What follows belongs to an exercise in optimizing a design on an open flow for a short achievable clock period and few clock cycles per item; a production flow would make more cautious choices. Function was checked by simulation only, so behaviour that the tests miss may differ from the original. No activity file was given, so power comes from the tool's default toggle rates.

==> design/flow/design.v <==
`default_nettype none
package vexec_pkg;
   localparam int WORD_W  = 32;
   localparam int FIELD_W = 8;
   localparam int VPTR_W  = 5;
   typedef logic [WORD_W-1:0]  word_t;
   typedef logic [FIELD_W-1:0] reg_field_t;
   localparam logic [7:0] OP_LV      = 8'd1;
   localparam logic [7:0] OP_SV      = 8'd2;
   localparam logic [7:0] OP_MTC1    = 8'd3;
   localparam logic [7:0] OP_MFC1    = 8'd4;
   localparam logic [7:0] OP_MOV_IMM = 8'd5;
   typedef struct packed {
      logic              access_type;    
      word_t             access_length;
      logic [VPTR_W-1:0] vec_reg_ptr;
      word_t             addr;
   } req_t;
   typedef struct packed {
      logic              ls;     
      logic              st;     
      logic              mtc;    
      logic              wr;     
      logic              wvl;    
      logic [3:0]        rd;
      logic [3:0]        rs;
      logic [VPTR_W-1:0] ptr;
      word_t             imm;    
   } uop_t;
endpackage
`default_nettype wire
`timescale 1ns/1ps
`default_nettype none
module instr_buffer
#(
   parameter int QDEPTH = 8
) (
   input  wire               clk,
   input  wire               reset,
   input  wire               we_any,    
   input  wire               we_two,    
   input  vexec_pkg::req_t   req_a,     
   input  vexec_pkg::req_t   req_b,     
   input  wire               pop,
   output vexec_pkg::req_t   head
);
   logic [69:0]       mem [QDEPTH];    
   logic [QDEPTH-1:0] wp;
   logic [QDEPTH-1:0] wp1;
   logic [QDEPTH-1:0] rp;
   assign wp1 = {wp[QDEPTH-2:0], wp[QDEPTH-1]};
   always_comb begin
      head = '0;
      for (int i = 0; i < QDEPTH; i++) begin
         head = head | (mem[i] & {70{rp[i]}});
      end
   end
   always_ff @(posedge clk or negedge reset) begin
      if (!reset) begin
         wp <= QDEPTH'(1);
         rp <= QDEPTH'(1);
      end else begin
         if (we_two) begin
            wp <= {wp[QDEPTH-3:0], wp[QDEPTH-1:QDEPTH-2]};
         end else if (we_any) begin
            wp <= wp1;
         end
         if (pop) begin
            rp <= {rp[QDEPTH-2:0], rp[QDEPTH-1]};
         end
      end
   end
   always_ff @(posedge clk) begin
      for (int i = 0; i < QDEPTH; i++) begin
         if (we_any && wp[i]) begin
            mem[i] <= req_a;
         end else if (we_two && wp1[i]) begin
            mem[i] <= req_b;
         end
      end
   end
endmodule
`default_nettype wire
`timescale 1ns/1ps
`default_nettype none
module instr_decode
(
   input  wire               clk,
   input  wire               reset,
   input  wire               take,
   input  vexec_pkg::word_t  w0,
   input  vexec_pkg::word_t  w1,
   output vexec_pkg::uop_t   u0,
   output vexec_pkg::uop_t   u1,
   output logic              byp,      
   output logic [1:0]        nls       
);
   logic            hdr_pend;
   logic [3:0]      pend_rd;
   logic            hdr0;
   logic            hdr1;
   vexec_pkg::uop_t d0;
   vexec_pkg::uop_t d1;
   always_comb begin
      d0       = '0;
      d0.rd    = w0[19:16];
      d0.rs    = w0[11:8];
      d0.ptr   = w0[20:16];
      d0.imm   = w0;
      d0.ls    = (w0[31:24] == vexec_pkg::OP_LV) || (w0[31:24] == vexec_pkg::OP_SV);
      d0.st    = (w0[31:24] == vexec_pkg::OP_SV);
      d0.mtc   = (w0[31:24] == vexec_pkg::OP_MTC1);
      d0.wr    = (w0[31:24] == vexec_pkg::OP_MFC1);
      d0.wvl   = (w0[31:24] == vexec_pkg::OP_MFC1);
      d1       = '0;
      d1.rd    = w1[19:16];
      d1.rs    = w1[11:8];
      d1.ptr   = w1[20:16];
      d1.imm   = w1;
      d1.ls    = (w1[31:24] == vexec_pkg::OP_LV) || (w1[31:24] == vexec_pkg::OP_SV);
      d1.st    = (w1[31:24] == vexec_pkg::OP_SV);
      d1.mtc   = (w1[31:24] == vexec_pkg::OP_MTC1);
      d1.wr    = (w1[31:24] == vexec_pkg::OP_MFC1);
      d1.wvl   = (w1[31:24] == vexec_pkg::OP_MFC1);
   end
   always_comb begin
      if (hdr_pend) begin
         u0     = '0;
         u0.wr  = 1'b1;
         u0.rd  = pend_rd;
         u0.rs  = w0[11:8];
         u0.imm = w0;
         hdr0   = 1'b0;
      end else begin
         u0     = d0;
         hdr0   = (w0[31:24] == vexec_pkg::OP_MOV_IMM);
      end
      if (hdr0) begin
         u1     = '0;
         u1.wr  = 1'b1;
         u1.rd  = w0[19:16];
         u1.rs  = w1[11:8];
         u1.imm = w1;
         hdr1   = 1'b0;
      end else begin
         u1     = d1;
         hdr1   = (w1[31:24] == vexec_pkg::OP_MOV_IMM);
      end
   end
   assign byp = u0.wr && (u0.rd == u1.rs);
   assign nls = take ? ({1'b0, u0.ls} + {1'b0, u1.ls}) : 2'd0;
   always_ff @(posedge clk or negedge reset) begin
      if (!reset) begin
         hdr_pend <= 1'b0;
      end else if (take) begin
         hdr_pend <= hdr1;
      end
   end
   always_ff @(posedge clk) begin
      if (take && hdr1) begin
         pend_rd <= w1[19:16];
      end
   end
endmodule
`default_nettype wire
`timescale 1ns/1ps
`default_nettype none
module vector_exec
#(
   parameter int QDEPTH = 8
) (
   input  wire               clk,
   input  wire               reset,
   input  wire  [1:0]        in_nls,    
   input  wire               q_any,
   input  wire               q_two,
   input  vexec_pkg::req_t   q_req_a,
   input  vexec_pkg::req_t   q_req_b,
   output logic              full,
   output logic              ls_vld,
   output vexec_pkg::req_t   ls_req,
   input  wire               load_store_busy
);
   logic              run;
   logic [QDEPTH-1:0] qt;
   logic [QDEPTH-1:0] qt_nxt;
   logic [QDEPTH-1:0] tt;
   logic [QDEPTH-1:0] tt_nxt;
   logic              hold;
   logic              pop;
   logic [1:0]        nw;
   vexec_pkg::req_t   head;
   vexec_pkg::req_t   nxt;
   logic              avail;
   vexec_pkg::req_t   ls_req_cp;
   assign hold = ls_vld && load_store_busy;
   assign avail = qt[0] || q_any;
   assign nxt   = qt[0] ? head : q_req_a;
   assign pop   = !hold && avail;
   assign nw   = {q_two, q_any && !q_two};
   function automatic logic [QDEPTH-1:0] therm_step(input logic [QDEPTH-1:0] t,
                                                    input logic [1:0] add,
                                                    input logic dec);
      logic [QDEPTH+1:0] ext;
      logic [QDEPTH-1:0] r;
      ext = {t, 2'b11};    
      case ({add, dec})
         3'b001:         r = {1'b0, t[QDEPTH-1:1]};
         3'b000, 3'b011: r = t;
         3'b100:         r = ext[QDEPTH-1:0];
         default:        r = ext[QDEPTH:1];
      endcase
      therm_step = r;
   endfunction
   assign qt_nxt = therm_step(qt, nw, pop);
   assign tt_nxt = therm_step(tt, in_nls, pop);
   always_ff @(posedge clk or negedge reset) begin
      if (!reset) begin
         run <= 1'b0;
         qt  <= '0;
         tt  <= '0;
      end else begin
         run <= 1'b1;
         qt  <= qt_nxt;
         tt  <= tt_nxt;
      end
   end
   always_ff @(posedge clk) begin
      ls_vld <= run && (hold || avail);
      full   <= tt_nxt[QDEPTH-2];
      ls_req    <= hold ? ls_req_cp : nxt;
      ls_req_cp <= hold ? ls_req : nxt;
   end
   instr_buffer #(.QDEPTH(QDEPTH)) u_queue (
      .clk    (clk),
      .reset  (reset),
      .we_any (q_any),
      .we_two (q_two),
      .req_a  (q_req_a),
      .req_b  (q_req_b),
      .pop    (pop),
      .head   (head)
   );
endmodule
`default_nettype wire
`timescale 1ns/1ps
`default_nettype none
module scalar_reg_file
#(
   parameter int SCALAR_DEPTH = 16
) (
   input  wire               clk,
   input  wire               reset,
   input  wire               take,
   input  vexec_pkg::uop_t   d_u0,
   input  vexec_pkg::uop_t   d_u1,
   input  wire               d_byp,
   output logic              q_any,    
   output logic              q_two,    
   output vexec_pkg::req_t   q_req_a,  
   output vexec_pkg::req_t   q_req_b   
);
   vexec_pkg::word_t regs [SCALAR_DEPTH];
   vexec_pkg::word_t vl;
   logic                    r_mtc0;
   logic                    r_mtc1;
   logic                    r_wvl0;
   logic                    r_wvl1;
   logic [SCALAR_DEPTH-1:0] r_ws0;     
   logic [SCALAR_DEPTH-1:0] r_ws1;
   logic                    r_ls0;
   logic                    r_st0;
   logic                    r_st1;
   logic [4:0]              r_ptr0;
   logic [4:0]              r_ptr1;
   vexec_pkg::word_t        r_imm0;
   vexec_pkg::word_t        r_imm1;
   logic                    r_byp;
   vexec_pkg::word_t        r_rd0;
   vexec_pkg::word_t        r_rd1;
   logic                    r_m00;    
   logic                    r_m01;    
   logic                    r_m10;
   logic                    r_m11;
   vexec_pkg::word_t        lw0;
   vexec_pkg::word_t        lw1;
   vexec_pkg::word_t        rd0;
   vexec_pkg::word_t        rd1;
   vexec_pkg::word_t        rd1s;
   vexec_pkg::word_t        vl0;
   vexec_pkg::word_t        vl1;
   vexec_pkg::word_t        wv0;
   vexec_pkg::word_t        wv1;
   logic [SCALAR_DEPTH-1:0] rs0_oh;
   logic [SCALAR_DEPTH-1:0] rs1_oh;
   logic [SCALAR_DEPTH-1:0] rd0_oh;
   logic [SCALAR_DEPTH-1:0] rd1_oh;
   vexec_pkg::req_t         req0;
   vexec_pkg::req_t         req1;
   always_comb begin
      for (int i = 0; i < SCALAR_DEPTH; i++) begin
         rs0_oh[i] = (d_u0.rs == 4'(i));
         rs1_oh[i] = (d_u1.rs == 4'(i));
         rd0_oh[i] = (d_u0.rd == 4'(i));
         rd1_oh[i] = (d_u1.rd == 4'(i));
      end
   end
   always_ff @(posedge clk or negedge reset) begin
      if (!reset) begin
         r_mtc0 <= 1'b0;
         r_mtc1 <= 1'b0;
         r_ws0  <= '0;
         r_ws1  <= '0;
         q_any  <= 1'b0;
         q_two  <= 1'b0;
      end else begin
         r_mtc0 <= take && d_u0.mtc;
         r_mtc1 <= take && d_u1.mtc;
         r_ws0  <= (take && d_u0.wr) ? rd0_oh : '0;
         r_ws1  <= (take && d_u1.wr) ? rd1_oh : '0;
         q_any  <= take && (d_u0.ls || d_u1.ls);
         q_two  <= take && d_u0.ls && d_u1.ls;
      end
   end
   always_ff @(posedge clk) begin
      r_wvl0 <= d_u0.wvl;
      r_wvl1 <= d_u1.wvl;
      r_ls0  <= d_u0.ls;
      r_st0  <= d_u0.st;
      r_st1  <= d_u1.st;
      r_ptr0 <= d_u0.ptr;
      r_ptr1 <= d_u1.ptr;
      r_imm0 <= d_u0.imm;
      r_imm1 <= d_u1.imm;
      r_byp  <= d_byp;
      r_rd0  <= regs[d_u0.rs];
      r_rd1  <= regs[d_u1.rs];
      r_m00  <= |(r_ws0 & rs0_oh);
      r_m01  <= |(r_ws1 & rs0_oh);
      r_m10  <= |(r_ws0 & rs1_oh);
      r_m11  <= |(r_ws1 & rs1_oh);
      lw0    <= wv0;
      lw1    <= wv1;
   end
   assign rd0  = r_m01 ? lw1 : (r_m00 ? lw0 : r_rd0);
   assign vl0  = r_mtc0 ? rd0 : vl;
   assign wv0  = r_wvl0 ? vl : r_imm0;
   assign rd1s = r_m11 ? lw1 : (r_m10 ? lw0 : r_rd1);
   assign rd1  = r_byp ? wv0 : rd1s;
   assign vl1  = r_mtc1 ? rd1 : vl0;
   assign wv1  = r_wvl1 ? vl0 : r_imm1;
   always_ff @(posedge clk or negedge reset) begin
      if (!reset) begin
         for (int i = 0; i < SCALAR_DEPTH; i++) begin
            regs[i] <= '0;
         end
         vl <= '0;
      end else begin
         vl <= vl1;
         for (int i = 0; i < SCALAR_DEPTH; i++) begin
            if (r_ws1[i]) begin
               regs[i] <= wv1;
            end else if (r_ws0[i]) begin
               regs[i] <= wv0;
            end
         end
      end
   end
   assign req0.access_type   = r_st0;
   assign req0.access_length = vl;
   assign req0.vec_reg_ptr   = r_ptr0;
   assign req0.addr          = rd0;
   assign req1.access_type   = r_st1;
   assign req1.access_length = vl0;
   assign req1.vec_reg_ptr   = r_ptr1;
   assign req1.addr          = rd1;
   assign q_req_a            = r_ls0 ? req0 : req1;
   assign q_req_b            = req1;
endmodule
`default_nettype wire
`timescale 1ns/1ps
`default_nettype none
module vexec_unit
#(
   parameter int QDEPTH       = 8,
   parameter int SCALAR_DEPTH = 16
) (
   input  wire         clk,
   input  wire         reset,
   input  wire         opcode_vld,
   input  wire  [31:0] opcode0,
   input  wire  [31:0] opcode1,
   output logic        inst_buff_full,
   output logic        ls_req_vld,
   output logic        ls_req_access_type,
   output logic [31:0] ls_req_access_length,
   output logic [4:0]  ls_req_vec_reg_ptr,
   output logic [31:0] ls_req_addr,
   input  wire         load_store_busy
);
   logic              take;
   vexec_pkg::uop_t   d_u0;
   vexec_pkg::uop_t   d_u1;
   logic              d_byp;
   logic [1:0]        d_nls;
   logic              q_any;
   logic              q_two;
   vexec_pkg::req_t   q_req_a;
   vexec_pkg::req_t   q_req_b;
   vexec_pkg::req_t   ls_req;
   assign ls_req_access_type   = ls_req.access_type;
   assign ls_req_access_length = ls_req.access_length;
   assign ls_req_vec_reg_ptr   = ls_req.vec_reg_ptr;
   assign ls_req_addr          = ls_req.addr;
   assign take = opcode_vld && !inst_buff_full;
   instr_decode u_decode (
      .clk   (clk),
      .reset (reset),
      .take  (take),
      .w0    (opcode0),
      .w1    (opcode1),
      .u0    (d_u0),
      .u1    (d_u1),
      .byp   (d_byp),
      .nls   (d_nls)
   );
   scalar_reg_file #(.SCALAR_DEPTH(SCALAR_DEPTH)) u_sregs (
      .clk    (clk),
      .reset  (reset),
      .take   (take),
      .d_u0   (d_u0),
      .d_u1   (d_u1),
      .d_byp  (d_byp),
      .q_any   (q_any),
      .q_two   (q_two),
      .q_req_a (q_req_a),
      .q_req_b (q_req_b)
   );
   vector_exec #(.QDEPTH(QDEPTH)) u_exec (
      .clk             (clk),
      .reset           (reset),
      .in_nls          (d_nls),
      .q_any           (q_any),
      .q_two           (q_two),
      .q_req_a         (q_req_a),
      .q_req_b         (q_req_b),
      .full            (inst_buff_full),
      .ls_vld          (ls_req_vld),
      .ls_req          (ls_req),
      .load_store_busy (load_store_busy)
   );
endmodule
`default_nettype wire
==> design/flow/run.sh <==
#!/bin/bash
# synth_recipe.tcl (not shown) runs the flow's synth.tcl, then flattens the netlist and writes it again
# the make line also repeats each setting of config.mk as NAME=value (left out here)
make -C /OpenROAD-flow-scripts/flow DESIGN_CONFIG=/design/flow/config.mk WORK_HOME=/design/flow/orfs CLKGATE_MAP_FILE= SYNTH_SCRIPT=/design/flow/synth_recipe.tcl finish
==> design/flow/config.mk <==
export PLATFORM = sky130hd
export DESIGN_NAME = vexec_unit
export DESIGN_NICKNAME = vexec_unit
export VERILOG_FILES = /design/flow/design.v
export SDC_FILE = /design/flow/constraint.sdc
export NUM_CORES = 4
export LEC_CHECK = 0
export ABC_CLOCK_PERIOD_IN_PS = 1500
export CAP_MARGIN = 20
export CORE_MARGIN = 2
export CORE_UTILIZATION = 45
export CTS_CLUSTER_DIAMETER = 100
export CTS_CLUSTER_SIZE = 16
export SETUP_SLACK_MARGIN = 2.0
export SLEW_MARGIN = 20
export TNS_END_PERCENT = 10
==> design/flow/constraint.sdc <==
create_clock -name core_clock -period 4.0 [get_ports {clk}]
set_input_delay 0.8000 -clock core_clock [delete_from_list [all_inputs] [get_ports {clk}]]
set_output_delay 0.8000 -clock core_clock [all_outputs]
set_load 0.01 [all_outputs]
==> results by group <==
STA
  • Final Skew: 54.1 ps
  • Unrepaired setup endpoints after global routing: yes
  • Setup_tns: 0 ps
  • Fin. Hold Viols: 0
  • Final period util: 56.6%
  • Normalized max-slew margin: 20.8%
  • Slew Limit Fails: 0
  • WHS: 28.0 ps
  • Achievable frequency: 0.441 GHz
  • Fin crit period: 2270 ps
  • # setup viols final: 0
  • Worst-Margin Slew: 1190 ps

Yosys
  • Post-Synth Adder-Cell Area: 0.0327%
  • Async set-reset flop share out of synthesis: 40.1%
  • Unique cell type count in the Yosys netlist: 79
  • Area contributors post-synth: edfxtp_1 (22%), dfrtp_1 (20%), dfxtp_1 (9.3%)
  • Primary FF master, synth: dfrtp_1
  • Top cell type's share of synthesized area: 22.1%
  • Yosys warnings: 6
  • Avg Inst Size Synth: 10.1 sq um
  • Mux contribution to synthesized area: 7.35%
  • Simple-gate share of the synthesized area: 9.92%
  • #FFs+latches synth: 1532
  • Mapped Area: 76500 sq um
  • Commonest cells post-synth: nor2_1 (1252), a21oi_1 (638), dfrtp_1 (612)
  • Synth area leader: edfxtp_1
  • Largest family of logic cells by synthesized area: compound AO/OA/AOI/OAI gates
  • Xor and xnor area share after synthesis: 0.0801%
  • Synthesized Nets: 7620
  • Seq/Total Area, Yosys: 51.5%
  • Post-synth EDFFs: 564
  • Syn Inst Count: 7550
  • Top-count cell post-synth: nor2_1
  • Post-synthesis compound-gate area fraction: 26.7%

Floorplan
  • Die area: 173000 sq um
  • Core Rows: 151
  • Io pins: 140
  • Initial core utilization: 45.3%
  • Core area: 169000 sq um
  • Die X: 416 um
  • Die height: 416 um

Placed design
  • Routability cong.: 1.08
  • Placed cells: 9566
  • Post-DP HPWL: 224000 um
  • Number of port buffers: 139

Clock network
  • Total clock sinks: 1532
  • Post-CTS Hold Buffers: 0
  • Max clock buf depth: 3
  • CTS Root Cell: clkbuf_16
  • CTS tree: done
  • CTS clk-pin slew, worst paths: 80 ps
  • Worst-Skew Late Latency: 820 ps
  • Total CTS buffers: 107
  • CTS H-tree depth: 3

Global routing
  • Vias in the first global route: 62700
  • Largest net degree at the start of global routing: 88
  • GRT Total Usage: 39.4%
  • GR Overflow Total: 0
  • Global-route wire length before repair: 489000 um
  • Initial antenna violation count: 26

Run status
  • Status: timing/DRC/antenna clean

Critical path
  • Kind of critical path: register to register
  • CP max-delay cell: dfxtp_4
  • Crit path depth: 8
  • Worst path max stage delay: 380 ps
  • Worst Path Buf+Inv: 4
  • R2R Path End: u_exec.u_queue.mem[7][41]
  • Worst Path Required: 4530 ps
  • Top cell by count, worst path: buf_12
  • Worst R2R Path Depth: 8
  • Critical Path End: u_exec.u_queue.mem[7][41]
  • Worst setup SP type: register
  • CP Max Fanout: 8
  • Setup crit end kind: register
  • Crit path max-delay family: multiplexers
  • Setup crit start: u_sregs.r_m00
  • Worst r2r src: u_sregs.r_m00
  • Reg2reg setup slack: 1730 ps
  • Critical Path, Cell by Cell: buf_12 > buf_12 > mux2_4 > mux2_4 > mux2i_4 > buf_12 > clkbuf_16 > a21oi_1
  • Arrival @ worst endpoint: 2800 ps

Final layout
  • Multi-input gate area in the final layout: 35400 sq um
  • Area grow syn2layout: 17.5%
  • Layout cell share with drive strength beyond 1: 18.6%
  • Reg area: 39600 sq um
  • Post-Layout Cell Count: 10100
  • Nets: 7869
  • Fill cell count: 14900

Detailed routing
  • Drt drc: 0
  • Avg WL per Cell: 36.1 um
  • ANT nets after route: 0
  • Vias: 70100
  • 1st-iter DRT viols: 11500
  • Initial DRT Pass Iterations: 7
  • DR vias/cell: 6.93
  • Drt total wl: 365000 um

Min path
  • Worst hold path type: input pin to asynchronous set/reset pin

Power
  • Power per Cell Area: 362 nW/um^2
  • VDD IR max: 0.352 mV
  • Reported leakage power: 39.9 nW

Flow run
  • Max-cap check violation count: 0
==> cell type report <==
type                            instances  share of cell area (%)
Sequential cell                      1532                    44.0
Multi-Input combinational cell       5244                    39.4
Timing Repair Buffer                  858                    9.60
Clock buffer                          190                    3.32
Tap cell                             2218                    3.09
Inverter                               56                   0.263
Clock inverter                         13                   0.248
Antenna cell                           18                  0.0501
==> cell families (layout without fill, tap and decap cells) <==
family                     Yosys count  after routing
and+or+nand+nor                   1883           1886
other                                1             19
AOI/OAI and AO/OA                 2886           2894
DFF                               1532           1532
adders and majority gates            2              2
xor gates and xnor gates             7              7
muxes                              438            454
buffers and inverters              801           1117
==> worst min path at each step <==
stage	start	end	slack [ps]	cells past startpoint
2_1_floorplan	u_exec.ls_req_cp[32]	u_exec.ls_req[32]	400	2
3_3_place_gp	u_exec.ls_req_cp[57]	u_exec.ls_req[57]	410	2
3_5_place_dp	u_exec.ls_req_cp[69]	u_exec.ls_req[69]	410	2
4_1_cts	reset	u_sregs.regs[14][6]	60	1
5_1_grt	reset	u_sregs.regs[14][6]	60	1
6_report	reset	u_sregs.regs[14][6]	30	1
==> metrics by stage <==
step	setup slack (ps)	util, %	instance area (sq um)	total power [mW]
after CTS	1690	51.2	86500	31.9
after floorplan	1360	-	76600	19.1
after global routing	1720	53.1	89900	33.2
final	1730	53.2	89900	32.6
after detailed placement	495	48.1	81400	20.9
after global placement	460	48.1	81400	20.8
==> per-layer routing <==
layer | vias up | wire (um) | global-route usage (%) | share of wire (%)
met2 | 5537 | 155000 | 58.1 | 42
met4 | 24 | 30300 | 25.1 | 8.3
li1 | 28700 | - | - | -
met5 | - | 180 | 0 | 0.049
met3 | 1482 | 45200 | 10.5 | 12
met1 | 34400 | 135000 | 51.3 | 37
==> where the power goes <==
group	switching (mW)	total, mW	internal (mW)
registers	0.502	17.2	16.7
logic	2.55	4.12	1.57
clock network	6.06	11.2	5.18
total	9.11	32.6	23.4
==> registers in the layout, indices dropped and copies added (netlist names), 4 cells and up <==
name / flops
u_sregs.regs: 512
u_sregs.r_ptr1: 5
u_sregs.r_rd0: 32
u_exec.u_queue.mem: 560
u_decode.pend_rd: 4
u_sregs.r_ws1: 16
u_sregs.r_ptr0: 5
u_sregs.lw0: 32
u_sregs.r_imm0: 32
u_exec.qt: 8
u_sregs.lw1: 32
u_exec.u_queue.wp: 8
u_exec.ls_req: 70
u_exec.tt: 8
u_sregs.r_ws0: 16
u_sregs.vl: 32
u_sregs.r_rd1: 32
u_exec.u_queue.rp: 8
u_exec.ls_req_cp: 70
u_sregs.r_imm1: 32
==> cell usage in the layout, fill, tap and decap left out, types with 86 or more instances in the layout <==
master        n
nor2_1     1203
a21o_1      611
a21oi_1     606
dfrtp_1     569
edfxtp_1    564
a211oi_1    536
buf_4       529
nand2_1     359
dfxtp_1     319
mux2i_1     213
a22oi_1     204
o21ai_0     185
clkbuf_16   120
buf_12       97
a221oi_1     92
o22ai_1      86
==> repair_timing <==
item,CTS,global route
setup buffers,116,182
pin swaps,33,85
gates resized for setup,282,407
setup endpoints to repair,1741,1826
cloned,5,39
Testbench counts, summed over its fixed seeds: cycles 2,683, words 3,840.

==> re-timing with driven ports <==
No port has a modelled driver above. Below, the same layout with a new extraction and two added sets of constraints. Step 1 (the two cells are an assumption about what drives the block):
set clk [get_ports {clk}]
set_driving_cell -lib_cell sky130_fd_sc_hd__clkbuf_16 $clk
set_driving_cell -lib_cell sky130_fd_sc_hd__buf_2 [delete_from_list [all_inputs] $clk]
Step 2 adds t to the input delays and takes it off the output delays; t is the mean of the earliest and latest rising clock arrival at the registers after step 1. Input paths then give back, and output paths get back, about the clock's delay inside the block. Three values: ideal, step 1, step 2; two values: the first two.
t (ns): 0.883
setup slack, ns: 1.734 / 1.661 / 1.036
hold slack, ns: 0.028 / -0.017 / 0.419
worst setup path at the end: input to register
pins driven straight from the clock port: 1
After both steps this run still meets setup and hold. The setup slack of this run moves by -0.073 ns with the drivers and by -0.698 ns with both steps.
